This design comes from an exercise in tuning for small area, a short achievable clock period and few clock cycles per item on the open sky130 flow, not from production work. Only simulation tests tie the RTL to the original design; equivalence was not proved. No activity file was given, so power comes from the tool's default toggle rates.

==> flow/design.v (excerpt) <==
module grid_ray_caster_dda_unit #(
   parameter int MAP_DIM = grcd_pkg::MapDimDefault
) (
   input  logic                           clock,
   input  logic                           reset,
   input  logic                           req_valid,
   output logic                           req_ready,
   input  logic                           req_kind,
   input  logic [grcd_pkg::ColW-1:0]      req_column,
   input  logic [grcd_pkg::CellAddrW-1:0] req_cell_addr,
   input  logic                           req_cell_wall,
   output logic                           rsp_valid,
   input  logic                           rsp_ready,
   output logic [grcd_pkg::DistW-1:0]     rsp_perp_dist,
   output logic                           rsp_hit_side,
   output logic [grcd_pkg::HitW-1:0]      rsp_hit_x,
   output logic [grcd_pkg::HitW-1:0]      rsp_hit_y,
   output logic                           rsp_hit_found,
   input  logic                           csr_psel,
   input  logic                           csr_penable,
   input  logic                           csr_pwrite,
   input  logic [grcd_pkg::CsrAddrW-1:0]  csr_paddr,
   input  logic [grcd_pkg::CsrDataW-1:0]  csr_pwdata,
   output logic [grcd_pkg::CsrDataW-1:0]  csr_prdata,
   output logic                           csr_pready
);
   localparam int DW       = grcd_pkg::CsrDataW;
  ...
make LEC_CHECK=0 ABC_AREA=1 CAP_MARGIN=20 CORE_MARGIN=2 CORE_UTILIZATION=40 SETUP_SLACK_MARGIN=4 SLEW_MARGIN=20 TNS_END_PERCENT=100 finish   # period 10.0 ns
run.sh (not shown) runs the stock make flow with config.mk's settings and CLKGATE_MAP_FILE= SYNTH_SCRIPT=/design/flow/synth_recipe.tcl, a recipe that flattens the netlist after the stock synthesis.
Testbench counts at the start, summed over its fixed seeds: cycles 17,930, casts 1,536.
Next try:
--- a/flow/design.v
+++ b/flow/design.v
@@ -191,27 +191,27 @@
    logic [AW-1:0]       p_a, p_r, p_r_nx;
    logic [AW+1:0]       p_a3;
    logic [NP-1:0]       p_nq;
    logic [KP-1:0]       p_q;
    logic [23:0]         p_num;
    logic signed [24:0]  num;
    logic [grcd_pkg::PosW-1:0] pos_sel;
    logic                p_xfer, out_free;
-   logic [7:0]          edge_l, p_edge;
+   logic [7:0]          edge_l;
    assign edge_l  = s_side ? 8'(s_my) + 8'(w_negy) : 8'(s_mx) + 8'(w_negx);
-   assign pos_sel = p_side ? cfg_i.pos_y : cfg_i.pos_x;
-   assign num     = $signed({1'b0, p_edge, 16'd0}) - $signed({3'b000, pos_sel});
-   assign p_done  = p_busy && (p_ph == 4'(ItP + 2));
+   assign pos_sel = s_side ? cfg_i.pos_y : cfg_i.pos_x;
+   assign num     = $signed({1'b0, edge_l, 16'd0}) - $signed({3'b000, pos_sel});
+   assign p_done  = p_busy && (p_ph == 4'(ItP + 1));
    assign w_fin   = w_busy && !w_done && stop;
-   assign w_xfer  = (w_done || w_fin) && (!p_busy || (p_done && !rsp_valid_o));
-   assign s_hit   = w_done ? r_hit  : (in_map && map_rdata_i);
-   assign s_side  = w_done ? r_side : w_side;
-   assign s_mx    = w_done ? r_mx   : w_mx[6:0];
-   assign s_my    = w_done ? r_my   : w_my[6:0];
+   assign w_xfer  = w_done && (!p_busy || (p_done && !rsp_valid_o));
+   assign s_hit   = r_hit;
+   assign s_side  = r_side;
+   assign s_mx    = r_mx;
+   assign s_my    = r_my;
    assign out_free = !rsp_valid_o || rsp_ready_i;
    assign p_xfer  = p_done && out_free;
    assign walk_busy_o = w_busy;
    grcd_div4 #(.RW(AW), .S(grcd_pkg::SPerp)) u_div_p (
       .r_i(p_r), .nbits_i(p_nq[NP-1 -: KP]), .d_i(p_a), .d3_i(p_a3), .r_o(p_r_nx), .q_o(p_q));
    always_ff @(posedge clock) begin
       if (reset) begin
          w_busy      <= 1'b0;
@@ -274,22 +274,20 @@
       end
       if (w_xfer) begin
          p_ph   <= '0;
          p_hit  <= s_hit;
          p_side <= s_side;
          p_hx   <= s_mx[5:0];
          p_hy   <= s_my[5:0];
          p_a    <= s_side ? w_ay : w_ax;
-         p_edge <= edge_l;
+         p_num  <= num[24] ? 24'(-num) : 24'(num);
       end else if (p_busy && !p_done) begin
          p_ph <= p_ph + 4'd1;
          if (p_ph == 4'd0) begin
-            p_num <= num[24] ? 24'(-num) : 24'(num);
-         end else if (p_ph == 4'd1) begin
             p_ovf <= AW'(p_num[23:10]) >= p_a;
             p_a3  <= (AW+2)'(p_a) + (AW+2)'({p_a, 1'b0});
             p_r   <= AW'(p_num[23:10]);
             p_nq  <= NP'({p_num[9:0], 14'd0});
          end else begin
             p_r  <= p_r_nx;
             p_nq <= {p_nq[NP-KP-1:0], p_q};
          end
Clock-buffer cell count came out lower by 14. Clock skew went down by 0.051 ns. Sequential power barely changes. Fmax rises by 2.3%. Wire length went down by 1.9%. Via count decreases by 0.37%. Utilization came out lower by 0.17 points. Cell count fell by 0.43%. Worst hold slack degrades by 0.0053 ns. Non-clock buffer count shrinks by 43.
Testbench counts after the change, summed over its fixed seeds: cycles 18,517, casts 1,536.

static timing again, ports no longer ideal:
The results above use ideal ports. As a check the final layouts listed here were re-extracted and re-timed, cells and wires unchanged. Step 1 (the two cells are an assumption about what drives the block):
set clk [get_ports {clock}]
set_driving_cell -lib_cell sky130_fd_sc_hd__clkbuf_16 $clk
set_driving_cell -lib_cell sky130_fd_sc_hd__buf_2 [delete_from_list [all_inputs] $clk]
Step 2 also shifts input and output timing later by t, the mid clock arrival at the registers, as if the neighbouring blocks saw the same clock. Slacks: no drivers / after step 1 / after step 2; pairs: no drivers / after step 1.
run | shift t [ns] | setup slack, ns | worst data-port slew with drivers (ns)
the first run | 1.067 | 2.904 / 2.904 / 2.904 | 0.09
the second run | 1.067 | 3.063 / 3.063 / 3.063 | 0.09
After both steps every run listed still meets setup and hold.
